Context: an optimization exercise on an open-source flow, tuned for small area, a short achievable clock period and few clock cycles per item. The choices shown serve that exercise and are no tape-out recipe.
Only simulation tests tie the RTL to the original design; equivalence was not proved.
Power figures rest on the tool's default switching activity, not on a simulated workload.

$ cat flow/flow/run.sh
#!/bin/bash
# Standard layout, with small port buffers and timing repair aimed below the clock period.
set -euo pipefail
extra=(
  "BUFFER_PORTS_ARGS=-buffer_cell sky130_fd_sc_hd__buf_2"
  "SETUP_SLACK_MARGIN=6.95"
  "TNS_END_PERCENT=5"
  "ABC_CLOCK_PERIOD_IN_PS=3200"
)
bash standard.sh "${extra[@]}" finish > standard.log 2>&1
$ cat flow/standard.sh
#!/bin/bash
# synth_recipe.tcl (not shown) runs the flow's synth.tcl, then flattens the netlist and writes it again
# the make line also repeats each setting of config.mk as NAME=value (left out here)
make -C /OpenROAD-flow-scripts/flow DESIGN_CONFIG=/design/flow/config.mk WORK_HOME=/design/flow/orfs CLKGATE_MAP_FILE= SYNTH_SCRIPT=/design/flow/synth_recipe.tcl "${@:-finish}"
$ cat flow/config.mk
export PLATFORM = sky130hd
export DESIGN_NAME = rnn_step_top
export DESIGN_NICKNAME = rnn_step_top
export VERILOG_FILES = /design/flow/design.v
export SDC_FILE = /design/flow/constraint.sdc
export NUM_CORES = 4
export LEC_CHECK = 0
export CAP_MARGIN = 20
export CORE_MARGIN = 2
export CORE_UTILIZATION = 40
export CTS_CLUSTER_DIAMETER = 120
export CTS_CLUSTER_SIZE = 26
export SLEW_MARGIN = 20
$ cat flow/constraint.sdc
create_clock -name core_clock -period 10.0 [get_ports {clk}]
set_input_delay 2.0000 -clock core_clock [delete_from_list [all_inputs] [get_ports {clk}]]
set_output_delay 2.0000 -clock core_clock [all_outputs]
set_load 0.01 [all_outputs]
$ cat flow/design.v
`default_nettype none
package rnn_pkg;
    typedef logic signed [16-1:0] word_t;           
    function automatic logic [16-1:0] mul_q(input logic [16-1:0] a,
                                                 input logic [16-1:0] b);
        logic signed [2*16-1:0] prod;
        prod = $signed(a) * $signed(b);
        mul_q = prod[8 +: 16];
    endfunction
endpackage
`default_nettype wire
`default_nettype none
module dot_path (
    input  logic [15:0] x,
    input  logic [7:0]  neg,
    input  logic [7:0]  one,
    input  logic [7:0]  two,
    output logic [23:0] s,
    output logic [23:0] c
);
    logic [17:0] x_ext;
    assign x_ext = {{2{x[15]}}, x};
    logic pp_0_0;
    logic pp_0_1;
    logic pp_0_2;
    logic pp_0_3;
    logic pp_0_4;
    logic pp_0_5;
    logic pp_0_6;
    logic pp_0_7;
    logic pp_0_8;
    logic pp_0_9;
    logic pp_0_10;
    logic pp_0_11;
    logic pp_0_12;
    logic pp_0_13;
    logic pp_0_14;
    logic pp_0_15;
    logic pp_0_16;
    logic ppn_0;
    logic pp_1_0;
    logic pp_1_1;
    logic pp_1_2;
    logic pp_1_3;
    logic pp_1_4;
    logic pp_1_5;
    logic pp_1_6;
    logic pp_1_7;
    logic pp_1_8;
    logic pp_1_9;
    logic pp_1_10;
    logic pp_1_11;
    logic pp_1_12;
    logic pp_1_13;
    logic pp_1_14;
    logic pp_1_15;
    logic pp_1_16;
    logic ppn_1;
    logic pp_2_0;
    logic pp_2_1;
    logic pp_2_2;
    logic pp_2_3;
    logic pp_2_4;
    logic pp_2_5;
    logic pp_2_6;
    logic pp_2_7;
    logic pp_2_8;
    logic pp_2_9;
    logic pp_2_10;
    logic pp_2_11;
    logic pp_2_12;
    logic pp_2_13;
    logic pp_2_14;
    logic pp_2_15;
    logic pp_2_16;
    logic ppn_2;
    logic pp_3_0;
    logic pp_3_1;
    logic pp_3_2;
    logic pp_3_3;
    logic pp_3_4;
    logic pp_3_5;
    logic pp_3_6;
    logic pp_3_7;
    logic pp_3_8;
    logic pp_3_9;
    logic pp_3_10;
    logic pp_3_11;
    logic pp_3_12;
    logic pp_3_13;
    logic pp_3_14;
    logic pp_3_15;
    logic pp_3_16;
    logic ppn_3;
    logic pp_4_0;
    logic pp_4_1;
    logic pp_4_2;
    logic pp_4_3;
    logic pp_4_4;
    logic pp_4_5;
    logic pp_4_6;
    logic pp_4_7;
    logic pp_4_8;
    logic pp_4_9;
    logic pp_4_10;
    logic pp_4_11;
    logic pp_4_12;
    logic pp_4_13;
    logic pp_4_14;
    logic pp_4_15;
    logic pp_5_0;
    logic pp_5_1;
    logic pp_5_2;
    logic pp_5_3;
    logic pp_5_4;
    logic pp_5_5;
    logic pp_5_6;
    logic pp_5_7;
    logic pp_5_8;
    logic pp_5_9;
    logic pp_5_10;
    logic pp_5_11;
    logic pp_5_12;
    logic pp_5_13;
    logic pp_6_0;
    logic pp_6_1;
    logic pp_6_2;
    logic pp_6_3;
    logic pp_6_4;
    logic pp_6_5;
    logic pp_6_6;
    logic pp_6_7;
    logic pp_6_8;
    logic pp_6_9;
    logic pp_6_10;
    logic pp_6_11;
    logic pp_7_0;
    logic pp_7_1;
    logic pp_7_2;
    logic pp_7_3;
    logic pp_7_4;
    logic pp_7_5;
    logic pp_7_6;
    logic pp_7_7;
    logic pp_7_8;
    logic pp_7_9;
    logic hs_0_0;
    logic hc_0_0;
    logic hs_0_1;
    logic hc_0_1;
    logic fs_0_2;
    logic fc_0_2;
    logic hs_0_3;
    logic hc_0_3;
    logic fs_0_4;
    logic fc_0_4;
    logic hs_0_5;
    logic hc_0_5;
    logic fs_0_6;
    logic fc_0_6;
    logic fs_0_7;
    logic fc_0_7;
    logic hs_0_8;
    logic hc_0_8;
    logic fs_0_9;
    logic fc_0_9;
    logic fs_0_10;
    logic fc_0_10;
    logic hs_0_11;
    logic hc_0_11;
    logic fs_0_12;
    logic fc_0_12;
    logic fs_0_13;
    logic fc_0_13;
    logic hs_0_14;
    logic hc_0_14;
    logic fs_0_15;
    logic fc_0_15;
    logic fs_0_16;
    logic fc_0_16;
    logic fs_0_17;
    logic fc_0_17;
    logic fs_0_18;
    logic fc_0_18;
    logic fs_0_19;
    logic fc_0_19;
    logic hs_0_20;
    logic hc_0_20;
    logic fs_0_21;
    logic fc_0_21;
    logic fs_0_22;
    logic fc_0_22;
    logic fs_0_23;
    logic fc_0_23;
    logic hs_0_24;
    logic hc_0_24;
    logic fs_0_25;
    logic fc_0_25;
    logic hs_0_26;
    logic hc_0_26;
    logic hs_1_27;
    logic hc_1_27;
    logic hs_1_28;
    logic hc_1_28;
    logic fs_1_29;
    logic fc_1_29;
    logic hs_1_30;
    logic hc_1_30;
    logic fs_1_31;
    logic fc_1_31;
    logic hs_1_32;
    logic hc_1_32;
    logic fs_1_33;
    logic fc_1_33;
    logic fs_1_34;
    logic fc_1_34;
    logic fs_1_35;
    logic fc_1_35;
    logic fs_1_36;
    logic fc_1_36;
    logic fs_1_37;
    logic fc_1_37;
    logic fs_1_38;
    logic fc_1_38;
    logic fs_1_39;
    logic fc_1_39;
    logic fs_1_40;
    logic fc_1_40;
    logic fs_1_41;
    logic fc_1_41;
    logic fs_1_42;
    logic fc_1_42;
    logic fs_1_43;
    logic fc_1_43;
    logic fs_1_44;
    logic fc_1_44;
    logic fs_1_45;
    logic fc_1_45;
    logic fs_1_46;
    logic fc_1_46;
    logic fs_1_47;
    logic fc_1_47;
    logic fs_1_48;
    logic fc_1_48;
    logic fs_1_49;
    logic fc_1_49;
    logic fs_1_50;
    logic fc_1_50;
    logic fs_1_51;
    logic fc_1_51;
    logic fs_1_52;
    logic fc_1_52;
    logic fs_1_53;
    logic fc_1_53;
    logic fs_1_54;
    logic fc_1_54;
    logic fs_1_55;
    logic fc_1_55;
    logic fs_1_56;
    logic fc_1_56;
    logic fs_1_57;
    logic fc_1_57;
    logic fs_1_58;
    logic fc_1_58;
    logic fs_1_59;
    logic fc_1_59;
    logic fs_1_60;
    logic fc_1_60;
    logic hs_2_61;
    logic hc_2_61;
    logic hs_2_62;
    logic hc_2_62;
    logic fs_2_63;
    logic fc_2_63;
    logic fs_2_64;
    logic fc_2_64;
    logic fs_2_65;
    logic fc_2_65;
    logic fs_2_66;
    logic fc_2_66;
    logic fs_2_67;
    logic fc_2_67;
    logic fs_2_68;
    logic fc_2_68;
    logic fs_2_69;
    logic fc_2_69;
    logic fs_2_70;
    logic fc_2_70;
    logic fs_2_71;
    logic fc_2_71;
    logic fs_2_72;
    logic fc_2_72;
    logic fs_2_73;
    logic fc_2_73;
    logic fs_2_74;
    logic fc_2_74;
    logic fs_2_75;
    logic fc_2_75;
    logic fs_2_76;
    logic fc_2_76;
    logic fs_2_77;
    logic fc_2_77;
    logic fs_2_78;
    logic fc_2_78;
    logic fs_2_79;
    logic fc_2_79;
    logic fs_2_80;
    logic fc_2_80;
    logic hs_3_81;
    logic hc_3_81;
    logic hs_3_82;
    logic hc_3_82;
    logic fs_3_83;
    logic fc_3_83;
    logic fs_3_84;
    logic fc_3_84;
    logic fs_3_85;
    logic fc_3_85;
    logic fs_3_86;
    logic fc_3_86;
    logic fs_3_87;
    logic fc_3_87;
    logic fs_3_88;
    logic fc_3_88;
    logic fs_3_89;
    logic fc_3_89;
    logic fs_3_90;
    logic fc_3_90;
    logic fs_3_91;
    logic fc_3_91;
    logic fs_3_92;
    logic fc_3_92;
    logic fs_3_93;
    logic fc_3_93;
    logic fs_3_94;
    logic fc_3_94;
    logic fs_3_95;
    logic fc_3_95;
    logic fs_3_96;
    logic fc_3_96;
    logic fs_3_97;
    logic fc_3_97;
    logic fs_3_98;
    logic fc_3_98;
    logic fs_3_99;
    logic fc_3_99;
    logic fs_3_100;
    logic fc_3_100;
    logic fs_3_101;
    logic fc_3_101;
    logic fs_3_102;
    logic fc_3_102;
    assign pp_0_0 = ((one[0] & x_ext[0]) | (two[0] & 1'b0)) ^ neg[0];
    assign pp_0_1 = ((one[0] & x_ext[1]) | (two[0] & x_ext[0])) ^ neg[0];
    assign pp_0_2 = ((one[0] & x_ext[2]) | (two[0] & x_ext[1])) ^ neg[0];
    assign pp_0_3 = ((one[0] & x_ext[3]) | (two[0] & x_ext[2])) ^ neg[0];
    assign pp_0_4 = ((one[0] & x_ext[4]) | (two[0] & x_ext[3])) ^ neg[0];
    assign pp_0_5 = ((one[0] & x_ext[5]) | (two[0] & x_ext[4])) ^ neg[0];
    assign pp_0_6 = ((one[0] & x_ext[6]) | (two[0] & x_ext[5])) ^ neg[0];
    assign pp_0_7 = ((one[0] & x_ext[7]) | (two[0] & x_ext[6])) ^ neg[0];
    assign pp_0_8 = ((one[0] & x_ext[8]) | (two[0] & x_ext[7])) ^ neg[0];
    assign pp_0_9 = ((one[0] & x_ext[9]) | (two[0] & x_ext[8])) ^ neg[0];
    assign pp_0_10 = ((one[0] & x_ext[10]) | (two[0] & x_ext[9])) ^ neg[0];
    assign pp_0_11 = ((one[0] & x_ext[11]) | (two[0] & x_ext[10])) ^ neg[0];
    assign pp_0_12 = ((one[0] & x_ext[12]) | (two[0] & x_ext[11])) ^ neg[0];
    assign pp_0_13 = ((one[0] & x_ext[13]) | (two[0] & x_ext[12])) ^ neg[0];
    assign pp_0_14 = ((one[0] & x_ext[14]) | (two[0] & x_ext[13])) ^ neg[0];
    assign pp_0_15 = ((one[0] & x_ext[15]) | (two[0] & x_ext[14])) ^ neg[0];
    assign pp_0_16 = ((one[0] & x_ext[16]) | (two[0] & x_ext[15])) ^ neg[0];
    assign ppn_0 = ~(((one[0] & x_ext[17]) | (two[0] & x_ext[16])) ^ neg[0]);
    assign pp_1_0 = ((one[1] & x_ext[0]) | (two[1] & 1'b0)) ^ neg[1];
    assign pp_1_1 = ((one[1] & x_ext[1]) | (two[1] & x_ext[0])) ^ neg[1];
    assign pp_1_2 = ((one[1] & x_ext[2]) | (two[1] & x_ext[1])) ^ neg[1];
    assign pp_1_3 = ((one[1] & x_ext[3]) | (two[1] & x_ext[2])) ^ neg[1];
    assign pp_1_4 = ((one[1] & x_ext[4]) | (two[1] & x_ext[3])) ^ neg[1];
    assign pp_1_5 = ((one[1] & x_ext[5]) | (two[1] & x_ext[4])) ^ neg[1];
    assign pp_1_6 = ((one[1] & x_ext[6]) | (two[1] & x_ext[5])) ^ neg[1];
    assign pp_1_7 = ((one[1] & x_ext[7]) | (two[1] & x_ext[6])) ^ neg[1];
    assign pp_1_8 = ((one[1] & x_ext[8]) | (two[1] & x_ext[7])) ^ neg[1];
    assign pp_1_9 = ((one[1] & x_ext[9]) | (two[1] & x_ext[8])) ^ neg[1];
    assign pp_1_10 = ((one[1] & x_ext[10]) | (two[1] & x_ext[9])) ^ neg[1];
    assign pp_1_11 = ((one[1] & x_ext[11]) | (two[1] & x_ext[10])) ^ neg[1];
    assign pp_1_12 = ((one[1] & x_ext[12]) | (two[1] & x_ext[11])) ^ neg[1];
    assign pp_1_13 = ((one[1] & x_ext[13]) | (two[1] & x_ext[12])) ^ neg[1];
    assign pp_1_14 = ((one[1] & x_ext[14]) | (two[1] & x_ext[13])) ^ neg[1];
    assign pp_1_15 = ((one[1] & x_ext[15]) | (two[1] & x_ext[14])) ^ neg[1];
    assign pp_1_16 = ((one[1] & x_ext[16]) | (two[1] & x_ext[15])) ^ neg[1];
    assign ppn_1 = ~(((one[1] & x_ext[17]) | (two[1] & x_ext[16])) ^ neg[1]);
    assign pp_2_0 = ((one[2] & x_ext[0]) | (two[2] & 1'b0)) ^ neg[2];
    assign pp_2_1 = ((one[2] & x_ext[1]) | (two[2] & x_ext[0])) ^ neg[2];
    assign pp_2_2 = ((one[2] & x_ext[2]) | (two[2] & x_ext[1])) ^ neg[2];
    assign pp_2_3 = ((one[2] & x_ext[3]) | (two[2] & x_ext[2])) ^ neg[2];
    assign pp_2_4 = ((one[2] & x_ext[4]) | (two[2] & x_ext[3])) ^ neg[2];
    assign pp_2_5 = ((one[2] & x_ext[5]) | (two[2] & x_ext[4])) ^ neg[2];
    assign pp_2_6 = ((one[2] & x_ext[6]) | (two[2] & x_ext[5])) ^ neg[2];
    assign pp_2_7 = ((one[2] & x_ext[7]) | (two[2] & x_ext[6])) ^ neg[2];
    assign pp_2_8 = ((one[2] & x_ext[8]) | (two[2] & x_ext[7])) ^ neg[2];
    assign pp_2_9 = ((one[2] & x_ext[9]) | (two[2] & x_ext[8])) ^ neg[2];
    assign pp_2_10 = ((one[2] & x_ext[10]) | (two[2] & x_ext[9])) ^ neg[2];
    assign pp_2_11 = ((one[2] & x_ext[11]) | (two[2] & x_ext[10])) ^ neg[2];
    assign pp_2_12 = ((one[2] & x_ext[12]) | (two[2] & x_ext[11])) ^ neg[2];
    assign pp_2_13 = ((one[2] & x_ext[13]) | (two[2] & x_ext[12])) ^ neg[2];
    assign pp_2_14 = ((one[2] & x_ext[14]) | (two[2] & x_ext[13])) ^ neg[2];
    assign pp_2_15 = ((one[2] & x_ext[15]) | (two[2] & x_ext[14])) ^ neg[2];
    assign pp_2_16 = ((one[2] & x_ext[16]) | (two[2] & x_ext[15])) ^ neg[2];
    assign ppn_2 = ~(((one[2] & x_ext[17]) | (two[2] & x_ext[16])) ^ neg[2]);
    assign pp_3_0 = ((one[3] & x_ext[0]) | (two[3] & 1'b0)) ^ neg[3];
    assign pp_3_1 = ((one[3] & x_ext[1]) | (two[3] & x_ext[0])) ^ neg[3];
    assign pp_3_2 = ((one[3] & x_ext[2]) | (two[3] & x_ext[1])) ^ neg[3];
    assign pp_3_3 = ((one[3] & x_ext[3]) | (two[3] & x_ext[2])) ^ neg[3];
    assign pp_3_4 = ((one[3] & x_ext[4]) | (two[3] & x_ext[3])) ^ neg[3];
    assign pp_3_5 = ((one[3] & x_ext[5]) | (two[3] & x_ext[4])) ^ neg[3];
    assign pp_3_6 = ((one[3] & x_ext[6]) | (two[3] & x_ext[5])) ^ neg[3];
    assign pp_3_7 = ((one[3] & x_ext[7]) | (two[3] & x_ext[6])) ^ neg[3];
    assign pp_3_8 = ((one[3] & x_ext[8]) | (two[3] & x_ext[7])) ^ neg[3];
    assign pp_3_9 = ((one[3] & x_ext[9]) | (two[3] & x_ext[8])) ^ neg[3];
    assign pp_3_10 = ((one[3] & x_ext[10]) | (two[3] & x_ext[9])) ^ neg[3];
    assign pp_3_11 = ((one[3] & x_ext[11]) | (two[3] & x_ext[10])) ^ neg[3];
    assign pp_3_12 = ((one[3] & x_ext[12]) | (two[3] & x_ext[11])) ^ neg[3];
    assign pp_3_13 = ((one[3] & x_ext[13]) | (two[3] & x_ext[12])) ^ neg[3];
    assign pp_3_14 = ((one[3] & x_ext[14]) | (two[3] & x_ext[13])) ^ neg[3];
    assign pp_3_15 = ((one[3] & x_ext[15]) | (two[3] & x_ext[14])) ^ neg[3];
    assign pp_3_16 = ((one[3] & x_ext[16]) | (two[3] & x_ext[15])) ^ neg[3];
    assign ppn_3 = ~(((one[3] & x_ext[17]) | (two[3] & x_ext[16])) ^ neg[3]);
    assign pp_4_0 = ((one[4] & x_ext[0]) | (two[4] & 1'b0)) ^ neg[4];
    assign pp_4_1 = ((one[4] & x_ext[1]) | (two[4] & x_ext[0])) ^ neg[4];
    assign pp_4_2 = ((one[4] & x_ext[2]) | (two[4] & x_ext[1])) ^ neg[4];
    assign pp_4_3 = ((one[4] & x_ext[3]) | (two[4] & x_ext[2])) ^ neg[4];
    assign pp_4_4 = ((one[4] & x_ext[4]) | (two[4] & x_ext[3])) ^ neg[4];
    assign pp_4_5 = ((one[4] & x_ext[5]) | (two[4] & x_ext[4])) ^ neg[4];
    assign pp_4_6 = ((one[4] & x_ext[6]) | (two[4] & x_ext[5])) ^ neg[4];
    assign pp_4_7 = ((one[4] & x_ext[7]) | (two[4] & x_ext[6])) ^ neg[4];
    assign pp_4_8 = ((one[4] & x_ext[8]) | (two[4] & x_ext[7])) ^ neg[4];
    assign pp_4_9 = ((one[4] & x_ext[9]) | (two[4] & x_ext[8])) ^ neg[4];
    assign pp_4_10 = ((one[4] & x_ext[10]) | (two[4] & x_ext[9])) ^ neg[4];
    assign pp_4_11 = ((one[4] & x_ext[11]) | (two[4] & x_ext[10])) ^ neg[4];
    assign pp_4_12 = ((one[4] & x_ext[12]) | (two[4] & x_ext[11])) ^ neg[4];
    assign pp_4_13 = ((one[4] & x_ext[13]) | (two[4] & x_ext[12])) ^ neg[4];
    assign pp_4_14 = ((one[4] & x_ext[14]) | (two[4] & x_ext[13])) ^ neg[4];
    assign pp_4_15 = ((one[4] & x_ext[15]) | (two[4] & x_ext[14])) ^ neg[4];
    assign pp_5_0 = ((one[5] & x_ext[0]) | (two[5] & 1'b0)) ^ neg[5];
    assign pp_5_1 = ((one[5] & x_ext[1]) | (two[5] & x_ext[0])) ^ neg[5];
    assign pp_5_2 = ((one[5] & x_ext[2]) | (two[5] & x_ext[1])) ^ neg[5];
    assign pp_5_3 = ((one[5] & x_ext[3]) | (two[5] & x_ext[2])) ^ neg[5];
    assign pp_5_4 = ((one[5] & x_ext[4]) | (two[5] & x_ext[3])) ^ neg[5];
    assign pp_5_5 = ((one[5] & x_ext[5]) | (two[5] & x_ext[4])) ^ neg[5];
    assign pp_5_6 = ((one[5] & x_ext[6]) | (two[5] & x_ext[5])) ^ neg[5];
    assign pp_5_7 = ((one[5] & x_ext[7]) | (two[5] & x_ext[6])) ^ neg[5];
    assign pp_5_8 = ((one[5] & x_ext[8]) | (two[5] & x_ext[7])) ^ neg[5];
    assign pp_5_9 = ((one[5] & x_ext[9]) | (two[5] & x_ext[8])) ^ neg[5];
    assign pp_5_10 = ((one[5] & x_ext[10]) | (two[5] & x_ext[9])) ^ neg[5];
    assign pp_5_11 = ((one[5] & x_ext[11]) | (two[5] & x_ext[10])) ^ neg[5];
    assign pp_5_12 = ((one[5] & x_ext[12]) | (two[5] & x_ext[11])) ^ neg[5];
    assign pp_5_13 = ((one[5] & x_ext[13]) | (two[5] & x_ext[12])) ^ neg[5];
    assign pp_6_0 = ((one[6] & x_ext[0]) | (two[6] & 1'b0)) ^ neg[6];
    assign pp_6_1 = ((one[6] & x_ext[1]) | (two[6] & x_ext[0])) ^ neg[6];
    assign pp_6_2 = ((one[6] & x_ext[2]) | (two[6] & x_ext[1])) ^ neg[6];
    assign pp_6_3 = ((one[6] & x_ext[3]) | (two[6] & x_ext[2])) ^ neg[6];
    assign pp_6_4 = ((one[6] & x_ext[4]) | (two[6] & x_ext[3])) ^ neg[6];
    assign pp_6_5 = ((one[6] & x_ext[5]) | (two[6] & x_ext[4])) ^ neg[6];
    assign pp_6_6 = ((one[6] & x_ext[6]) | (two[6] & x_ext[5])) ^ neg[6];
    assign pp_6_7 = ((one[6] & x_ext[7]) | (two[6] & x_ext[6])) ^ neg[6];
    assign pp_6_8 = ((one[6] & x_ext[8]) | (two[6] & x_ext[7])) ^ neg[6];
    assign pp_6_9 = ((one[6] & x_ext[9]) | (two[6] & x_ext[8])) ^ neg[6];
    assign pp_6_10 = ((one[6] & x_ext[10]) | (two[6] & x_ext[9])) ^ neg[6];
    assign pp_6_11 = ((one[6] & x_ext[11]) | (two[6] & x_ext[10])) ^ neg[6];
    assign pp_7_0 = ((one[7] & x_ext[0]) | (two[7] & 1'b0)) ^ neg[7];
    assign pp_7_1 = ((one[7] & x_ext[1]) | (two[7] & x_ext[0])) ^ neg[7];
    assign pp_7_2 = ((one[7] & x_ext[2]) | (two[7] & x_ext[1])) ^ neg[7];
    assign pp_7_3 = ((one[7] & x_ext[3]) | (two[7] & x_ext[2])) ^ neg[7];
    assign pp_7_4 = ((one[7] & x_ext[4]) | (two[7] & x_ext[3])) ^ neg[7];
    assign pp_7_5 = ((one[7] & x_ext[5]) | (two[7] & x_ext[4])) ^ neg[7];
    assign pp_7_6 = ((one[7] & x_ext[6]) | (two[7] & x_ext[5])) ^ neg[7];
    assign pp_7_7 = ((one[7] & x_ext[7]) | (two[7] & x_ext[6])) ^ neg[7];
    assign pp_7_8 = ((one[7] & x_ext[8]) | (two[7] & x_ext[7])) ^ neg[7];
    assign pp_7_9 = ((one[7] & x_ext[9]) | (two[7] & x_ext[8])) ^ neg[7];
    assign hs_0_0 = pp_0_10 ^ pp_1_8;
    assign hc_0_0 = pp_0_10 & pp_1_8;
    assign hs_0_1 = pp_0_11 ^ pp_1_9;
    assign hc_0_1 = pp_0_11 & pp_1_9;
    assign fs_0_2 = pp_0_12 ^ pp_1_10 ^ pp_2_8;
    assign fc_0_2 = (pp_0_12 & pp_1_10) | (pp_0_12 & pp_2_8) | (pp_1_10 & pp_2_8);
    assign hs_0_3 = pp_3_6 ^ pp_4_4;
    assign hc_0_3 = pp_3_6 & pp_4_4;
    assign fs_0_4 = pp_0_13 ^ pp_1_11 ^ pp_2_9;
    assign fc_0_4 = (pp_0_13 & pp_1_11) | (pp_0_13 & pp_2_9) | (pp_1_11 & pp_2_9);
    assign hs_0_5 = pp_3_7 ^ pp_4_5;
    assign hc_0_5 = pp_3_7 & pp_4_5;
    assign fs_0_6 = pp_0_14 ^ pp_1_12 ^ pp_2_10;
    assign fc_0_6 = (pp_0_14 & pp_1_12) | (pp_0_14 & pp_2_10) | (pp_1_12 & pp_2_10);
    assign fs_0_7 = pp_3_8 ^ pp_4_6 ^ pp_5_4;
    assign fc_0_7 = (pp_3_8 & pp_4_6) | (pp_3_8 & pp_5_4) | (pp_4_6 & pp_5_4);
    assign hs_0_8 = pp_6_2 ^ pp_7_0;
    assign hc_0_8 = pp_6_2 & pp_7_0;
    assign fs_0_9 = pp_0_15 ^ pp_1_13 ^ pp_2_11;
    assign fc_0_9 = (pp_0_15 & pp_1_13) | (pp_0_15 & pp_2_11) | (pp_1_13 & pp_2_11);
    assign fs_0_10 = pp_3_9 ^ pp_4_7 ^ pp_5_5;
    assign fc_0_10 = (pp_3_9 & pp_4_7) | (pp_3_9 & pp_5_5) | (pp_4_7 & pp_5_5);
    assign hs_0_11 = pp_6_3 ^ pp_7_1;
    assign hc_0_11 = pp_6_3 & pp_7_1;
    assign fs_0_12 = pp_0_16 ^ pp_1_14 ^ pp_2_12;
    assign fc_0_12 = (pp_0_16 & pp_1_14) | (pp_0_16 & pp_2_12) | (pp_1_14 & pp_2_12);
    assign fs_0_13 = pp_3_10 ^ pp_4_8 ^ pp_5_6;
    assign fc_0_13 = (pp_3_10 & pp_4_8) | (pp_3_10 & pp_5_6) | (pp_4_8 & pp_5_6);
    assign hs_0_14 = pp_6_4 ^ pp_7_2;
    assign hc_0_14 = pp_6_4 & pp_7_2;
    assign fs_0_15 = ppn_0 ^ pp_1_15 ^ pp_2_13;
    assign fc_0_15 = (ppn_0 & pp_1_15) | (ppn_0 & pp_2_13) | (pp_1_15 & pp_2_13);
    assign fs_0_16 = pp_3_11 ^ pp_4_9 ^ pp_5_7;
    assign fc_0_16 = (pp_3_11 & pp_4_9) | (pp_3_11 & pp_5_7) | (pp_4_9 & pp_5_7);
    assign fs_0_17 = pp_6_5 ^ pp_7_3 ^ 1'b1;
    assign fc_0_17 = (pp_6_5 & pp_7_3) | (pp_6_5 & 1'b1) | (pp_7_3 & 1'b1);
    assign fs_0_18 = pp_1_16 ^ pp_2_14 ^ pp_3_12;
    assign fc_0_18 = (pp_1_16 & pp_2_14) | (pp_1_16 & pp_3_12) | (pp_2_14 & pp_3_12);
    assign fs_0_19 = pp_4_10 ^ pp_5_8 ^ pp_6_6;
    assign fc_0_19 = (pp_4_10 & pp_5_8) | (pp_4_10 & pp_6_6) | (pp_5_8 & pp_6_6);
    assign hs_0_20 = pp_7_4 ^ 1'b1;
    assign hc_0_20 = pp_7_4 & 1'b1;
    assign fs_0_21 = ppn_1 ^ pp_2_15 ^ pp_3_13;
    assign fc_0_21 = (ppn_1 & pp_2_15) | (ppn_1 & pp_3_13) | (pp_2_15 & pp_3_13);
    assign fs_0_22 = pp_4_11 ^ pp_5_9 ^ pp_6_7;
    assign fc_0_22 = (pp_4_11 & pp_5_9) | (pp_4_11 & pp_6_7) | (pp_5_9 & pp_6_7);
    assign fs_0_23 = pp_2_16 ^ pp_3_14 ^ pp_4_12;
    assign fc_0_23 = (pp_2_16 & pp_3_14) | (pp_2_16 & pp_4_12) | (pp_3_14 & pp_4_12);
    assign hs_0_24 = pp_5_10 ^ pp_6_8;
    assign hc_0_24 = pp_5_10 & pp_6_8;
    assign fs_0_25 = ppn_2 ^ pp_3_15 ^ pp_4_13;
    assign fc_0_25 = (ppn_2 & pp_3_15) | (ppn_2 & pp_4_13) | (pp_3_15 & pp_4_13);
    assign hs_0_26 = pp_3_16 ^ pp_4_14;
    assign hc_0_26 = pp_3_16 & pp_4_14;
    assign hs_1_27 = pp_0_6 ^ pp_1_4;
    assign hc_1_27 = pp_0_6 & pp_1_4;
    assign hs_1_28 = pp_0_7 ^ pp_1_5;
    assign hc_1_28 = pp_0_7 & pp_1_5;
    assign fs_1_29 = pp_0_8 ^ pp_1_6 ^ pp_2_4;
    assign fc_1_29 = (pp_0_8 & pp_1_6) | (pp_0_8 & pp_2_4) | (pp_1_6 & pp_2_4);
    assign hs_1_30 = pp_3_2 ^ pp_4_0;
    assign hc_1_30 = pp_3_2 & pp_4_0;
    assign fs_1_31 = pp_0_9 ^ pp_1_7 ^ pp_2_5;
    assign fc_1_31 = (pp_0_9 & pp_1_7) | (pp_0_9 & pp_2_5) | (pp_1_7 & pp_2_5);
    assign hs_1_32 = pp_3_3 ^ pp_4_1;
    assign hc_1_32 = pp_3_3 & pp_4_1;
    assign fs_1_33 = pp_2_6 ^ pp_3_4 ^ pp_4_2;
    assign fc_1_33 = (pp_2_6 & pp_3_4) | (pp_2_6 & pp_4_2) | (pp_3_4 & pp_4_2);
    assign fs_1_34 = pp_5_0 ^ neg[5] ^ hs_0_0;
    assign fc_1_34 = (pp_5_0 & neg[5]) | (pp_5_0 & hs_0_0) | (neg[5] & hs_0_0);
    assign fs_1_35 = pp_2_7 ^ pp_3_5 ^ pp_4_3;
    assign fc_1_35 = (pp_2_7 & pp_3_5) | (pp_2_7 & pp_4_3) | (pp_3_5 & pp_4_3);
    assign fs_1_36 = pp_5_1 ^ hc_0_0 ^ hs_0_1;
    assign fc_1_36 = (pp_5_1 & hc_0_0) | (pp_5_1 & hs_0_1) | (hc_0_0 & hs_0_1);
    assign fs_1_37 = pp_5_2 ^ pp_6_0 ^ neg[6];
    assign fc_1_37 = (pp_5_2 & pp_6_0) | (pp_5_2 & neg[6]) | (pp_6_0 & neg[6]);
    assign fs_1_38 = hc_0_1 ^ fs_0_2 ^ hs_0_3;
    assign fc_1_38 = (hc_0_1 & fs_0_2) | (hc_0_1 & hs_0_3) | (fs_0_2 & hs_0_3);
    assign fs_1_39 = pp_5_3 ^ pp_6_1 ^ fc_0_2;
    assign fc_1_39 = (pp_5_3 & pp_6_1) | (pp_5_3 & fc_0_2) | (pp_6_1 & fc_0_2);
    assign fs_1_40 = hc_0_3 ^ fs_0_4 ^ hs_0_5;
    assign fc_1_40 = (hc_0_3 & fs_0_4) | (hc_0_3 & hs_0_5) | (fs_0_4 & hs_0_5);
    assign fs_1_41 = neg[7] ^ fc_0_4 ^ hc_0_5;
    assign fc_1_41 = (neg[7] & fc_0_4) | (neg[7] & hc_0_5) | (fc_0_4 & hc_0_5);
    assign fs_1_42 = fs_0_6 ^ fs_0_7 ^ hs_0_8;
    assign fc_1_42 = (fs_0_6 & fs_0_7) | (fs_0_6 & hs_0_8) | (fs_0_7 & hs_0_8);
    assign fs_1_43 = fc_0_6 ^ fc_0_7 ^ hc_0_8;
    assign fc_1_43 = (fc_0_6 & fc_0_7) | (fc_0_6 & hc_0_8) | (fc_0_7 & hc_0_8);
    assign fs_1_44 = fs_0_9 ^ fs_0_10 ^ hs_0_11;
    assign fc_1_44 = (fs_0_9 & fs_0_10) | (fs_0_9 & hs_0_11) | (fs_0_10 & hs_0_11);
    assign fs_1_45 = fc_0_9 ^ fc_0_10 ^ hc_0_11;
    assign fc_1_45 = (fc_0_9 & fc_0_10) | (fc_0_9 & hc_0_11) | (fc_0_10 & hc_0_11);
    assign fs_1_46 = fs_0_12 ^ fs_0_13 ^ hs_0_14;
    assign fc_1_46 = (fs_0_12 & fs_0_13) | (fs_0_12 & hs_0_14) | (fs_0_13 & hs_0_14);
    assign fs_1_47 = fc_0_12 ^ fc_0_13 ^ hc_0_14;
    assign fc_1_47 = (fc_0_12 & fc_0_13) | (fc_0_12 & hc_0_14) | (fc_0_13 & hc_0_14);
    assign fs_1_48 = fs_0_15 ^ fs_0_16 ^ fs_0_17;
    assign fc_1_48 = (fs_0_15 & fs_0_16) | (fs_0_15 & fs_0_17) | (fs_0_16 & fs_0_17);
    assign fs_1_49 = fc_0_15 ^ fc_0_16 ^ fc_0_17;
    assign fc_1_49 = (fc_0_15 & fc_0_16) | (fc_0_15 & fc_0_17) | (fc_0_16 & fc_0_17);
    assign fs_1_50 = fs_0_18 ^ fs_0_19 ^ hs_0_20;
    assign fc_1_50 = (fs_0_18 & fs_0_19) | (fs_0_18 & hs_0_20) | (fs_0_19 & hs_0_20);
    assign fs_1_51 = pp_7_5 ^ fc_0_18 ^ fc_0_19;
    assign fc_1_51 = (pp_7_5 & fc_0_18) | (pp_7_5 & fc_0_19) | (fc_0_18 & fc_0_19);
    assign fs_1_52 = hc_0_20 ^ fs_0_21 ^ fs_0_22;
    assign fc_1_52 = (hc_0_20 & fs_0_21) | (hc_0_20 & fs_0_22) | (fs_0_21 & fs_0_22);
    assign fs_1_53 = pp_7_6 ^ 1'b1 ^ fc_0_21;
    assign fc_1_53 = (pp_7_6 & 1'b1) | (pp_7_6 & fc_0_21) | (1'b1 & fc_0_21);
    assign fs_1_54 = fc_0_22 ^ fs_0_23 ^ hs_0_24;
    assign fc_1_54 = (fc_0_22 & fs_0_23) | (fc_0_22 & hs_0_24) | (fs_0_23 & hs_0_24);
    assign fs_1_55 = pp_5_11 ^ pp_6_9 ^ pp_7_7;
    assign fc_1_55 = (pp_5_11 & pp_6_9) | (pp_5_11 & pp_7_7) | (pp_6_9 & pp_7_7);
    assign fs_1_56 = fc_0_23 ^ hc_0_24 ^ fs_0_25;
    assign fc_1_56 = (fc_0_23 & hc_0_24) | (fc_0_23 & fs_0_25) | (hc_0_24 & fs_0_25);
    assign fs_1_57 = pp_5_12 ^ pp_6_10 ^ pp_7_8;
    assign fc_1_57 = (pp_5_12 & pp_6_10) | (pp_5_12 & pp_7_8) | (pp_6_10 & pp_7_8);
    assign fs_1_58 = 1'b1 ^ fc_0_25 ^ hs_0_26;
    assign fc_1_58 = (1'b1 & fc_0_25) | (1'b1 & hs_0_26) | (fc_0_25 & hs_0_26);
    assign fs_1_59 = ppn_3 ^ pp_4_15 ^ pp_5_13;
    assign fc_1_59 = (ppn_3 & pp_4_15) | (ppn_3 & pp_5_13) | (pp_4_15 & pp_5_13);
    assign fs_1_60 = pp_6_11 ^ pp_7_9 ^ hc_0_26;
    assign fc_1_60 = (pp_6_11 & pp_7_9) | (pp_6_11 & hc_0_26) | (pp_7_9 & hc_0_26);
    assign hs_2_61 = pp_0_4 ^ pp_1_2;
    assign hc_2_61 = pp_0_4 & pp_1_2;
    assign hs_2_62 = pp_0_5 ^ pp_1_3;
    assign hc_2_62 = pp_0_5 & pp_1_3;
    assign fs_2_63 = pp_2_2 ^ pp_3_0 ^ neg[3];
    assign fc_2_63 = (pp_2_2 & pp_3_0) | (pp_2_2 & neg[3]) | (pp_3_0 & neg[3]);
    assign fs_2_64 = pp_2_3 ^ pp_3_1 ^ hc_1_27;
    assign fc_2_64 = (pp_2_3 & pp_3_1) | (pp_2_3 & hc_1_27) | (pp_3_1 & hc_1_27);
    assign fs_2_65 = neg[4] ^ hc_1_28 ^ fs_1_29;
    assign fc_2_65 = (neg[4] & hc_1_28) | (neg[4] & fs_1_29) | (hc_1_28 & fs_1_29);
    assign fs_2_66 = fc_1_29 ^ hc_1_30 ^ fs_1_31;
    assign fc_2_66 = (fc_1_29 & hc_1_30) | (fc_1_29 & fs_1_31) | (hc_1_30 & fs_1_31);
    assign fs_2_67 = fc_1_31 ^ hc_1_32 ^ fs_1_33;
    assign fc_2_67 = (fc_1_31 & hc_1_32) | (fc_1_31 & fs_1_33) | (hc_1_32 & fs_1_33);
    assign fs_2_68 = fc_1_33 ^ fc_1_34 ^ fs_1_35;
    assign fc_2_68 = (fc_1_33 & fc_1_34) | (fc_1_33 & fs_1_35) | (fc_1_34 & fs_1_35);
    assign fs_2_69 = fc_1_35 ^ fc_1_36 ^ fs_1_37;
    assign fc_2_69 = (fc_1_35 & fc_1_36) | (fc_1_35 & fs_1_37) | (fc_1_36 & fs_1_37);
    assign fs_2_70 = fc_1_37 ^ fc_1_38 ^ fs_1_39;
    assign fc_2_70 = (fc_1_37 & fc_1_38) | (fc_1_37 & fs_1_39) | (fc_1_38 & fs_1_39);
    assign fs_2_71 = fc_1_39 ^ fc_1_40 ^ fs_1_41;
    assign fc_2_71 = (fc_1_39 & fc_1_40) | (fc_1_39 & fs_1_41) | (fc_1_40 & fs_1_41);
    assign fs_2_72 = fc_1_41 ^ fc_1_42 ^ fs_1_43;
    assign fc_2_72 = (fc_1_41 & fc_1_42) | (fc_1_41 & fs_1_43) | (fc_1_42 & fs_1_43);
    assign fs_2_73 = fc_1_43 ^ fc_1_44 ^ fs_1_45;
    assign fc_2_73 = (fc_1_43 & fc_1_44) | (fc_1_43 & fs_1_45) | (fc_1_44 & fs_1_45);
    assign fs_2_74 = fc_1_45 ^ fc_1_46 ^ fs_1_47;
    assign fc_2_74 = (fc_1_45 & fc_1_46) | (fc_1_45 & fs_1_47) | (fc_1_46 & fs_1_47);
    assign fs_2_75 = fc_1_47 ^ fc_1_48 ^ fs_1_49;
    assign fc_2_75 = (fc_1_47 & fc_1_48) | (fc_1_47 & fs_1_49) | (fc_1_48 & fs_1_49);
    assign fs_2_76 = fc_1_49 ^ fc_1_50 ^ fs_1_51;
    assign fc_2_76 = (fc_1_49 & fc_1_50) | (fc_1_49 & fs_1_51) | (fc_1_50 & fs_1_51);
    assign fs_2_77 = fc_1_51 ^ fc_1_52 ^ fs_1_53;
    assign fc_2_77 = (fc_1_51 & fc_1_52) | (fc_1_51 & fs_1_53) | (fc_1_52 & fs_1_53);
    assign fs_2_78 = fc_1_53 ^ fc_1_54 ^ fs_1_55;
    assign fc_2_78 = (fc_1_53 & fc_1_54) | (fc_1_53 & fs_1_55) | (fc_1_54 & fs_1_55);
    assign fs_2_79 = fc_1_55 ^ fc_1_56 ^ fs_1_57;
    assign fc_2_79 = (fc_1_55 & fc_1_56) | (fc_1_55 & fs_1_57) | (fc_1_56 & fs_1_57);
    assign fs_2_80 = fc_1_57 ^ fc_1_58 ^ fs_1_59;
    assign fc_2_80 = (fc_1_57 & fc_1_58) | (fc_1_57 & fs_1_59) | (fc_1_58 & fs_1_59);
    assign hs_3_81 = pp_0_2 ^ pp_1_0;
    assign hc_3_81 = pp_0_2 & pp_1_0;
    assign hs_3_82 = pp_0_3 ^ pp_1_1;
    assign hc_3_82 = pp_0_3 & pp_1_1;
    assign fs_3_83 = pp_2_0 ^ neg[2] ^ hs_2_61;
    assign fc_3_83 = (pp_2_0 & neg[2]) | (pp_2_0 & hs_2_61) | (neg[2] & hs_2_61);
    assign fs_3_84 = pp_2_1 ^ hc_2_61 ^ hs_2_62;
    assign fc_3_84 = (pp_2_1 & hc_2_61) | (pp_2_1 & hs_2_62) | (hc_2_61 & hs_2_62);
    assign fs_3_85 = hs_1_27 ^ hc_2_62 ^ fs_2_63;
    assign fc_3_85 = (hs_1_27 & hc_2_62) | (hs_1_27 & fs_2_63) | (hc_2_62 & fs_2_63);
    assign fs_3_86 = hs_1_28 ^ fc_2_63 ^ fs_2_64;
    assign fc_3_86 = (hs_1_28 & fc_2_63) | (hs_1_28 & fs_2_64) | (fc_2_63 & fs_2_64);
    assign fs_3_87 = hs_1_30 ^ fc_2_64 ^ fs_2_65;
    assign fc_3_87 = (hs_1_30 & fc_2_64) | (hs_1_30 & fs_2_65) | (fc_2_64 & fs_2_65);
    assign fs_3_88 = hs_1_32 ^ fc_2_65 ^ fs_2_66;
    assign fc_3_88 = (hs_1_32 & fc_2_65) | (hs_1_32 & fs_2_66) | (fc_2_65 & fs_2_66);
    assign fs_3_89 = fs_1_34 ^ fc_2_66 ^ fs_2_67;
    assign fc_3_89 = (fs_1_34 & fc_2_66) | (fs_1_34 & fs_2_67) | (fc_2_66 & fs_2_67);
    assign fs_3_90 = fs_1_36 ^ fc_2_67 ^ fs_2_68;
    assign fc_3_90 = (fs_1_36 & fc_2_67) | (fs_1_36 & fs_2_68) | (fc_2_67 & fs_2_68);
    assign fs_3_91 = fs_1_38 ^ fc_2_68 ^ fs_2_69;
    assign fc_3_91 = (fs_1_38 & fc_2_68) | (fs_1_38 & fs_2_69) | (fc_2_68 & fs_2_69);
    assign fs_3_92 = fs_1_40 ^ fc_2_69 ^ fs_2_70;
    assign fc_3_92 = (fs_1_40 & fc_2_69) | (fs_1_40 & fs_2_70) | (fc_2_69 & fs_2_70);
    assign fs_3_93 = fs_1_42 ^ fc_2_70 ^ fs_2_71;
    assign fc_3_93 = (fs_1_42 & fc_2_70) | (fs_1_42 & fs_2_71) | (fc_2_70 & fs_2_71);
    assign fs_3_94 = fs_1_44 ^ fc_2_71 ^ fs_2_72;
    assign fc_3_94 = (fs_1_44 & fc_2_71) | (fs_1_44 & fs_2_72) | (fc_2_71 & fs_2_72);
    assign fs_3_95 = fs_1_46 ^ fc_2_72 ^ fs_2_73;
    assign fc_3_95 = (fs_1_46 & fc_2_72) | (fs_1_46 & fs_2_73) | (fc_2_72 & fs_2_73);
    assign fs_3_96 = fs_1_48 ^ fc_2_73 ^ fs_2_74;
    assign fc_3_96 = (fs_1_48 & fc_2_73) | (fs_1_48 & fs_2_74) | (fc_2_73 & fs_2_74);
    assign fs_3_97 = fs_1_50 ^ fc_2_74 ^ fs_2_75;
    assign fc_3_97 = (fs_1_50 & fc_2_74) | (fs_1_50 & fs_2_75) | (fc_2_74 & fs_2_75);
    assign fs_3_98 = fs_1_52 ^ fc_2_75 ^ fs_2_76;
    assign fc_3_98 = (fs_1_52 & fc_2_75) | (fs_1_52 & fs_2_76) | (fc_2_75 & fs_2_76);
    assign fs_3_99 = fs_1_54 ^ fc_2_76 ^ fs_2_77;
    assign fc_3_99 = (fs_1_54 & fc_2_76) | (fs_1_54 & fs_2_77) | (fc_2_76 & fs_2_77);
    assign fs_3_100 = fs_1_56 ^ fc_2_77 ^ fs_2_78;
    assign fc_3_100 = (fs_1_56 & fc_2_77) | (fs_1_56 & fs_2_78) | (fc_2_77 & fs_2_78);
    assign fs_3_101 = fs_1_58 ^ fc_2_78 ^ fs_2_79;
    assign fc_3_101 = (fs_1_58 & fc_2_78) | (fs_1_58 & fs_2_79) | (fc_2_78 & fs_2_79);
    assign fs_3_102 = fs_1_60 ^ fc_2_79 ^ fs_2_80;
    assign fc_3_102 = (fs_1_60 & fc_2_79) | (fs_1_60 & fs_2_80) | (fc_2_79 & fs_2_80);
    assign s[0] = pp_0_0;
    assign c[0] = neg[0];
    assign s[1] = pp_0_1;
    assign c[1] = 1'b0;
    assign s[2] = neg[1];
    assign c[2] = hs_3_81;
    assign s[3] = hc_3_81;
    assign c[3] = hs_3_82;
    assign s[4] = hc_3_82;
    assign c[4] = fs_3_83;
    assign s[5] = fc_3_83;
    assign c[5] = fs_3_84;
    assign s[6] = fc_3_84;
    assign c[6] = fs_3_85;
    assign s[7] = fc_3_85;
    assign c[7] = fs_3_86;
    assign s[8] = fc_3_86;
    assign c[8] = fs_3_87;
    assign s[9] = fc_3_87;
    assign c[9] = fs_3_88;
    assign s[10] = fc_3_88;
    assign c[10] = fs_3_89;
    assign s[11] = fc_3_89;
    assign c[11] = fs_3_90;
    assign s[12] = fc_3_90;
    assign c[12] = fs_3_91;
    assign s[13] = fc_3_91;
    assign c[13] = fs_3_92;
    assign s[14] = fc_3_92;
    assign c[14] = fs_3_93;
    assign s[15] = fc_3_93;
    assign c[15] = fs_3_94;
    assign s[16] = fc_3_94;
    assign c[16] = fs_3_95;
    assign s[17] = fc_3_95;
    assign c[17] = fs_3_96;
    assign s[18] = fc_3_96;
    assign c[18] = fs_3_97;
    assign s[19] = fc_3_97;
    assign c[19] = fs_3_98;
    assign s[20] = fc_3_98;
    assign c[20] = fs_3_99;
    assign s[21] = fc_3_99;
    assign c[21] = fs_3_100;
    assign s[22] = fc_3_100;
    assign c[22] = fs_3_101;
    assign s[23] = fc_3_101;
    assign c[23] = fs_3_102;
endmodule
`default_nettype wire
`default_nettype none
module rnn_step_top (
    input  logic                            clk,
    input  logic                            reset,
    input  logic                            execute,
    input  logic [7-1:0]             token,
    output logic [27-1:0]              mem_a_addr,
    output logic                            mem_a_read,
    input  logic [16-1:0]              mem_a_data,
    input  logic                            mem_a_valid,
    output logic [27-1:0]              mem_b_addr,
    output logic                            mem_b_read,
    input  logic [16-1:0]              mem_b_data,
    input  logic                            mem_b_valid,
    output logic [8*16-1:0] hidden_state,
    output logic                            done
);
    localparam logic [15:0] ONE_Q = 16'h0100;      
    logic       busy;
    logic       start;
    logic [6:0] token_q;
    logic       done_q;
    logic       finish;
    assign start = !busy && execute;
    assign done = done_q;
    logic       a_fin;
    logic       a_rd;
    logic [8:0] a_addr;
    logic       a_last;
    logic       a_emb;
    logic       a_bias;
    logic [2:0] a_row;
    logic [8:0] a_n_addr;
    assign a_emb = (a_addr < 9'd304);
    assign a_bias = (a_addr >= 9'd400);
    assign a_last = (a_addr == 9'd407);
    assign a_row = a_bias ? a_addr[2:0] : {~a_addr[4], a_addr[3:2]};
    always_comb
    begin
        if (a_emb)
            a_n_addr = {7'd76, a_addr[1:0]};                   
        else if (a_bias)
            a_n_addr = a_addr + 9'd1;
        else if (a_addr[4:2] != 3'b011)
            a_n_addr = a_addr + 9'd4;                          
        else if (a_addr[1:0] != 2'd3)
            a_n_addr = {token_q, a_addr[1:0] + 2'd1};          
        else
            a_n_addr = 9'd400;
    end
    always_ff @(posedge clk)
    begin
        if (reset)
        begin
            a_rd <= 1'b0;
            a_fin <= 1'b0;
        end
        else if (start)
        begin
            a_rd <= 1'b1;
            a_fin <= 1'b0;
        end
        else
        begin
            a_rd <= busy && mem_a_valid && !a_last;
            if (busy && mem_a_valid && a_last)
                a_fin <= 1'b1;
        end
    end
    always_ff @(posedge clk)
    begin
        if (start)
            a_addr <= {token, 2'b00};
        else if (mem_a_valid)
            a_addr <= a_n_addr;
    end
    assign mem_a_read = a_rd;
    assign mem_a_addr = 27'(a_addr);
    logic       b_fin;
    logic       b_rd;
    logic [8:0] b_addr;
    logic       b_last;
    logic       b_bias;
    logic [2:0] b_row;
    assign b_last = (b_addr == 9'd415);
    assign b_bias = (b_addr >= 9'd408);
    assign b_row = b_bias ? b_addr[2:0] : 3'(b_addr[5:3] - 3'd2);
    always_ff @(posedge clk)
    begin
        if (reset)
        begin
            b_rd <= 1'b0;
            b_fin <= 1'b0;
        end
        else if (start)
        begin
            b_rd <= 1'b1;
            b_fin <= 1'b0;
        end
        else
        begin
            b_rd <= busy && mem_b_valid && !b_last;
            if (busy && mem_b_valid && b_last)
                b_fin <= 1'b1;
        end
    end
    always_ff @(posedge clk)
    begin
        if (start)
            b_addr <= 9'd336;
        else if (mem_b_valid)
            b_addr <= (b_addr == 9'd399) ? 9'd408 : b_addr + 9'd1;
    end
    assign mem_b_read = b_rd;
    assign mem_b_addr = 27'(b_addr);
    logic [15:0] e_q;
    logic [15:0] a_hold;
    logic        a_hold_v;
    logic        a_hold_bias;
    logic [2:0]  a_hold_row;
    logic        a_mul;           
    logic [15:0] b_h;
    assign a_mul = busy && mem_a_valid && !a_emb;
    always_comb
    begin
        b_h = 16'd0;
        for (int j = 0; j < 8; j++)
            b_h = b_h | (hidden_state[j*16 +: 16] & {16{b_addr[2:0] == 3'(j)}});
    end
    logic        p1_v;
    logic [2:0]  p1_row;
    logic [15:0] p1_x;
    logic [7:0]  p1_neg;
    logic [7:0]  p1_one;
    logic [7:0]  p1_two;
    function automatic logic [23:0] booth_enc(input logic [15:0] y);
        logic [16:0] ye;
        logic [7:0]  neg;
        logic [7:0]  one;
        logic [7:0]  two;
        ye = {y, 1'b0};
        for (int i = 0; i < 8; i++)
        begin
            neg[i] = ye[2*i+2];
            one[i] = ye[2*i+1] ^ ye[2*i];
            two[i] = (ye[2*i+2] & ~ye[2*i+1] & ~ye[2*i])
                   | (~ye[2*i+2] & ye[2*i+1] & ye[2*i]);
        end
        booth_enc = {neg, one, two};
    endfunction
    logic [23:0] enc_b;
    logic [23:0] enc_a;
    logic        a_sel_bias;
    assign a_sel_bias = a_hold_v ? a_hold_bias : a_bias;
    assign enc_b = booth_enc(b_bias ? ONE_Q : b_h);
    assign enc_a = booth_enc(a_sel_bias ? ONE_Q : e_q);
    always_ff @(posedge clk)
    begin
        if (reset || start)
        begin
            p1_v <= 1'b0;
            a_hold_v <= 1'b0;
        end
        else
        begin
            p1_v <= (busy && mem_b_valid) || a_hold_v || a_mul;
            a_hold_v <= a_mul && mem_b_valid;
        end
    end
    always_ff @(posedge clk)
    begin
        if (mem_a_valid && a_emb)
            e_q <= mem_a_data;
        a_hold <= mem_a_data;
        a_hold_bias <= a_bias;
        a_hold_row <= a_row;
        if (busy && mem_b_valid)
        begin
            p1_row <= b_row;
            p1_x <= mem_b_data;
            {p1_neg, p1_one, p1_two} <= enc_b;
        end
        else
        begin
            p1_row <= a_hold_v ? a_hold_row : a_row;
            p1_x <= a_hold_v ? a_hold : mem_a_data;
            {p1_neg, p1_one, p1_two} <= enc_a;
        end
    end
    logic [23:0] t7s, t7c;
    dot_path u_mul (
        .x   (p1_x),
        .neg (p1_neg),
        .one (p1_one),
        .two (p1_two),
        .s   (t7s),
        .c   (t7c)
    );
    logic        p2_v;
    logic [2:0]  p2_row;
    logic [15:0] p2_s;            
    logic [15:0] p2_c;
    logic        p2_cin;          
    logic [8:0]  lo_sum;
    assign lo_sum = {1'b0, t7s[7:0]} + {1'b0, t7c[7:0]};
    always_ff @(posedge clk)
    begin
        if (reset || start)
            p2_v <= 1'b0;
        else
            p2_v <= p1_v;
        p2_row <= p1_row;
        p2_s <= t7s[23:8];
        p2_c <= t7c[23:8];
        p2_cin <= lo_sum[8];
    end
    logic [15:0] acc [0:7];
    logic [7:0]  touched;
    logic [15:0] acc_q;
    logic [15:0] c3s;
    logic [15:0] c3c;
    logic [15:0] acc_new;
    logic [15:0] acc_pick;
    always_comb
    begin
        acc_pick = 16'd0;
        for (int r = 0; r < 8; r++)
            acc_pick = acc_pick | (acc[r] & {16{p1_row == 3'(r) && touched[r]}});
    end
    always_comb
    begin
        c3s = acc_q ^ p2_s ^ p2_c;
        c3c = (acc_q & p2_s) | (acc_q & p2_c) | (p2_s & p2_c);
        acc_new = c3s + {c3c[14:0], p2_cin};
    end
    always_ff @(posedge clk)
    begin
        if (reset || start)
            touched <= 8'd0;
        else if (p2_v)
            touched[p2_row] <= 1'b1;
        for (int r = 0; r < 8; r++)
            if (p2_v && p2_row == 3'(r))
                acc[r] <= acc_new;
        if (p2_v && p2_row == p1_row)
            acc_q <= acc_new;
        else
            acc_q <= acc_pick;
    end
    assign finish = busy && !done_q && a_fin && b_fin && !a_hold_v && !p1_v && !p2_v;
    always_ff @(posedge clk)
    begin
        if (reset)
        begin
            busy <= 1'b0;
            done_q <= 1'b0;
            hidden_state <= '0;
        end
        else
        begin
            if (start)
                busy <= 1'b1;
            else if (done_q)
                busy <= 1'b0;
            done_q <= finish;
            if (finish)
                for (int r = 0; r < 8; r++)
                    hidden_state[r*16 +: 16] <= acc[r];
        end
    end
    always_ff @(posedge clk)
    begin
        if (start)
            token_q <= token;
    end
endmodule
`default_nettype wire
==> impl_metrics.prom <==
# TYPE chip_impl_metric gauge
chip_impl_metric{name="clock_sinks",unit=""} 429
chip_impl_info{name="synthFlopType",value="sky130_fd_sc_hd__dfxtp_1"} 1
chip_impl_metric{name="grt_pass1_wl",unit="um"} 98600
chip_impl_metric{name="max_slew.worst_pin.slew",unit="ns"} 1.26
chip_impl_info{name="synth_most_common_cell",value="sky130_fd_sc_hd__nand2_1"} 1
chip_impl_info{name="cp_top_family",value="flip-flops"} 1
chip_impl_metric{name="synth_instances",unit=""} 2144
chip_impl_metric{name="post_route_cells_drive_above_1_share",unit="%"} 16.2
chip_impl_info{name="end_kind",value="primary output"} 1
chip_impl_metric{name="via_count",unit=""} 16700
chip_impl_metric{name="grt_pass1_vias",unit=""} 16100
chip_impl_metric{name="syn_area_per_cell",unit="um^2"} 10.1
chip_impl_info{name="cp_slowest_cell",value="sky130_fd_sc_hd__dfxtp_1"} 1
chip_impl_metric{name="drt_pre_antenna_iters",unit=""} 7
chip_impl_metric{name="ys_seq_area_share",unit="%"} 47.0
chip_impl_metric{name="synth_seq_cells",unit=""} 429
chip_impl_metric{name="vias_per_cell",unit=""} 5.62
chip_impl_metric{name="reported_max_cap_violation_count",unit=""} 0
chip_impl_metric{name="timing.max_slew.rel_slack",unit="%"} 16.3
chip_impl_metric{name="timing.critical_path.required",unit="ns"} 8.00
chip_impl_metric{name="groute.usage.overall",unit="%"} 22.8
chip_impl_metric{name="final.min_clock_period",unit="ns"} 3.22
chip_impl_metric{name="hold_viol_final",unit=""} 0
chip_impl_info{name="clockRootBuffer",value="sky130_fd_sc_hd__clkbuf_16"} 1
chip_impl_metric{name="wp_data_arrival",unit="ns"} 1.22
chip_impl_metric{name="critPathMaxStageDelay",unit="ns"} 0.48
chip_impl_metric{name="die_x",unit="um"} 237
chip_impl_metric{name="report.power.total",unit="mW"} 6.29
chip_impl_metric{name="critical_path_fanout_max",unit=""} 3
chip_impl_metric{name="number_of_diodes_added_for_antenna_fixing",unit=""} 0
chip_impl_metric{name="detail_route.wirelength",unit="um"} 66100
chip_impl_info{name="min-delay-path-class",value="register to register"} 1
chip_impl_info{name="crit_path_cell_trace",value="buf_2"} 1
chip_impl_metric{name="final_max_slew_viol_count",unit=""} 0
chip_impl_metric{name="static-leakage-power",unit="nW"} 9.19
chip_impl_info{name="synth_area_leader_cell",value="sky130_fd_sc_hd__dfxtp_1"} 1
chip_impl_metric{name="worst-path-buf-inv",unit=""} 1
chip_impl_metric{name="start_util",unit="%"} 40.3
chip_impl_metric{name="r2r_slack",unit="ns"} 6.91
chip_impl_metric{name="clock_transition_at_path_regs",unit="ns"} 0.10
chip_impl_info{name="timing.hold.worst_endpoint",value="p2_v"} 1
chip_impl_metric{name="number_of_antenna_violations_at_the_first_check_in_global_routing",unit=""} 0
chip_impl_metric{name="cts-root-to-sink-buffers",unit=""} 3
chip_impl_info{name="setup.worst_path.start_class",value="register"} 1
chip_impl_metric{name="placement.io_buffers",unit=""} 192
chip_impl_metric{name="fp.dieArea",unit="mm^2"} 0.0560
chip_impl_metric{name="synth_top_area_share",unit="%"} 25.1
chip_impl_metric{name="row_count",unit=""} 85
chip_impl_info{name="netlist_top_cells_count",value="374 x sky130_fd_sc_hd__nand2_1, 271 x sky130_fd_sc_hd__dfxtp_1, 172 x sky130_fd_sc_hd__a21oi_1"} 1
chip_impl_info{name="tritoncts_clock_tree",value="built"} 1
chip_impl_metric{name="antenna_left",unit=""} 0
chip_impl_info{name="outcome",value="timing/DRC/antenna clean"} 1
chip_impl_metric{name="final_design_area_no_fill",unit="mm^2"} 0.0240
chip_impl_metric{name="fin_crit_sh",unit="%"} 32.2
chip_impl_metric{name="nets",unit=""} 2450
chip_impl_metric{name="coreArea",unit="mm^2"} 0.0537
chip_impl_metric{name="io-pin-count",unit=""} 229
chip_impl_metric{name="multi_input_comb_area",unit="mm^2"} 0.0105
chip_impl_metric{name="globalRouteOverflowTotal",unit=""} 0
chip_impl_metric{name="clock-skew-final",unit="ns"} 0.0143
chip_impl_metric{name="first_iter_violations",unit=""} 1792
chip_impl_info{name="criticalPathCategory",value="register to primary output"} 1
chip_impl_metric{name="seq_area",unit="mm^2"} 0.0103
chip_impl_metric{name="gp_congestion",unit=""} 0.889
chip_impl_metric{name="synth.distinct_cells",unit=""} 67
chip_impl_metric{name="grt_max_degree",unit=""} 75
chip_impl_metric{name="cts_max_level",unit=""} 1
chip_impl_metric{name="hold_path_depth",unit=""} 2
chip_impl_metric{name="totalNegativeSetupSlack",unit="ns"} 0
chip_impl_metric{name="postSynth.asyncResetShare",unit="%"} 0
chip_impl_info{name="hold_start",value="p1_v"} 1
chip_impl_metric{name="ff2ff_path_depth",unit=""} 8
chip_impl_metric{name="placement.cell_area",unit="mm^2"} 0.0230
chip_impl_info{name="rsz0062_at_grt",value="yes"} 1
chip_impl_info{name="timing.rr.start",value="p2_s[1]"} 1
chip_impl_metric{name="hpwlAfterDp",unit="um"} 45600
chip_impl_metric{name="worstSkewPairLatency",unit="ns"} 0.55
chip_impl_metric{name="drcViolationCount",unit=""} 0
chip_impl_metric{name="die_h",unit="um"} 237
chip_impl_metric{name="peak_supply_drop",unit="uV"} 175
chip_impl_info{name="post_synth_main_area_contributors",value="sky130_fd_sc_hd__dfxtp_1 25%, sky130_fd_sc_hd__edfxtp_1 22%, sky130_fd_sc_hd__fa_1 7.8%, sky130_fd_sc_hd__nand2_1 6.5%, sky130_fd_sc_hd__a22oi_1 5.3%"} 1
chip_impl_metric{name="fill_cells",unit=""} 5146
chip_impl_metric{name="synth.yosys.warnings",unit=""} 2
chip_impl_metric{name="report.final.setup_viol",unit=""} 0
chip_impl_metric{name="cts_inserted_buffers",unit=""} 20
chip_impl_metric{name="wl_per_cell",unit="um"} 22.3
chip_impl_metric{name="fmax",unit="GHz"} 0.310
chip_impl_info{name="rr_endpoint",value="acc_q[11]"} 1
chip_impl_metric{name="number_of_enable_type_register_cells_in_the_synthesized_netlist",unit=""} 158
chip_impl_metric{name="areaGrowthSynthToFinish",unit="%"} 11.0
chip_impl_metric{name="post_synth_instance_area",unit="mm^2"} 0.0216
chip_impl_metric{name="pwr_density_cell",unit="mW/mm^2"} 262
cell families after synthesis:
logic type	count (synthesis)	synth area share, %
compound gates	512	15.8
xor+xnor	175	7.08
fa+ha+maj	149	11.5
buf+inv	297	5.86
flops	429	47.0
mux	41	2.00
other cells	1	0.0173
simple gates	540	10.8
final cells by class:
class                           count  share of cell area (%)
Sequential cell                   429                    42.7
Clock inverter                      2                  0.0625
Clock buffer                       34                    2.39
Multi-Input combinational cell   1453                    43.5
Timing Repair Buffer              255                    6.17
Tap cell                          696                    3.62
Inverter                           99                    1.55
power breakdown:
group	total, mW	internal [mW]	switching, mW
Combinational	2.73	1.07	1.66
Clock	0.959	0.401	0.557
Sequential	2.60	2.42	0.181
Total	6.29	3.89	2.40
per-layer routing:
layer	part of all wire, %	vias to the layer above	global-route usage [%]
met5	0	-	0
met4	2.7	0	6.73
met3	7.6	93	3.46
met2	48	690	37.6
met1	42	8275	31.2
li1	-	7629	-
layout by cell type (no fill, tap or decap), types with 59 or more instances in the layout:
cell / synthesis / final
sky130_fd_sc_hd__edfxtp_1: 158 / 158
sky130_fd_sc_hd__fa_1: 84 / 84
sky130_fd_sc_hd__a22oi_1: 152 / 152
sky130_fd_sc_hd__nand2_1: 374 / 373
sky130_fd_sc_hd__inv_1: 97 / 97
sky130_fd_sc_hd__buf_4: 36 / 59
sky130_fd_sc_hd__a21oi_1: 172 / 171
sky130_fd_sc_hd__ha_1: 64 / 63
sky130_fd_sc_hd__buf_2: 3 / 192
sky130_fd_sc_hd__dfxtp_1: 271 / 229
sky130_fd_sc_hd__xnor2_1: 128 / 126
per-stage QoR:
stage          utilization (%)  std cells  setup WS [ns]  hold slack, ns
3_5_place_dp              42.8       2902           6.12           0.437
4_1_cts                   44.2       2943           6.58           0.453
6_report                  44.7       2968           6.78           0.456
2_1_floorplan                -       2179           6.81           0.329
5_1_grt                   44.7       2968           6.74           0.478
3_3_place_gp              42.8       2900           6.19           0.422
how the worst max path moves through the flow:
stage	startpoint	to	slack [ns]	depth (start not counted)
after CTS	p2_s[0]	acc_q[12]	6.58	10
after global placement	mem_b_valid	p1_two[6]	6.19	6
final	hidden_state[36]	hidden_state[36]	6.78	1
after detailed placement	mem_b_valid	p1_two[6]	6.12	6
after global routing	a_addr[2]	mem_a_addr[2]	6.74	1
after floorplan	mem_b_valid	p1_two[3]	6.81	6
what timing repair did:
item / CTS / global route
pin swaps: 2 / 7
buffers inserted: 4 / 24
endpoints found under the setup margin: 247 / 352
resized for setup: 45 / 33
hold buffers: 0 / 0
gates cloned: 1 / 0
state kept, by name, summed over array words and instances (netlist names), 9 cells and up, named ones only:
register / flops
p2_c: 16
hidden_state: 128
p2_s: 16
p1_x: 16
b_addr: 9
e_q: 16
acc: 128
a_hold: 16
acc_q: 16
Testbench counts, summed over its fixed seeds: cycles 82,244, steps 320.

## re-timing with driven ports
Ports are ideal in the flow. The routed layout listed here was re-timed in OpenROAD.
Step 1: set_driving_cell puts a clkbuf_16 on clk and a buf_2 on each other input, an assumption about the parent block.
Step 2 moves the port delays by t, midway between the first and last clock arrival at a register: inputs arrive t later, outputs are due t later. That takes back most of the time a late clock gives input paths.
Slacks: ideal ports / drivers / drivers and shift; pairs: ideal ports / drivers.
shift t [ns]: 0.603
setup slack, ns: 6.775 / 6.720 / 6.334
worst setup path after step 2: input to register
After both steps setup and hold are still met in this run. For this run, drivers alone change the setup slack by -0.055 ns; drivers and shift together by -0.441 ns.
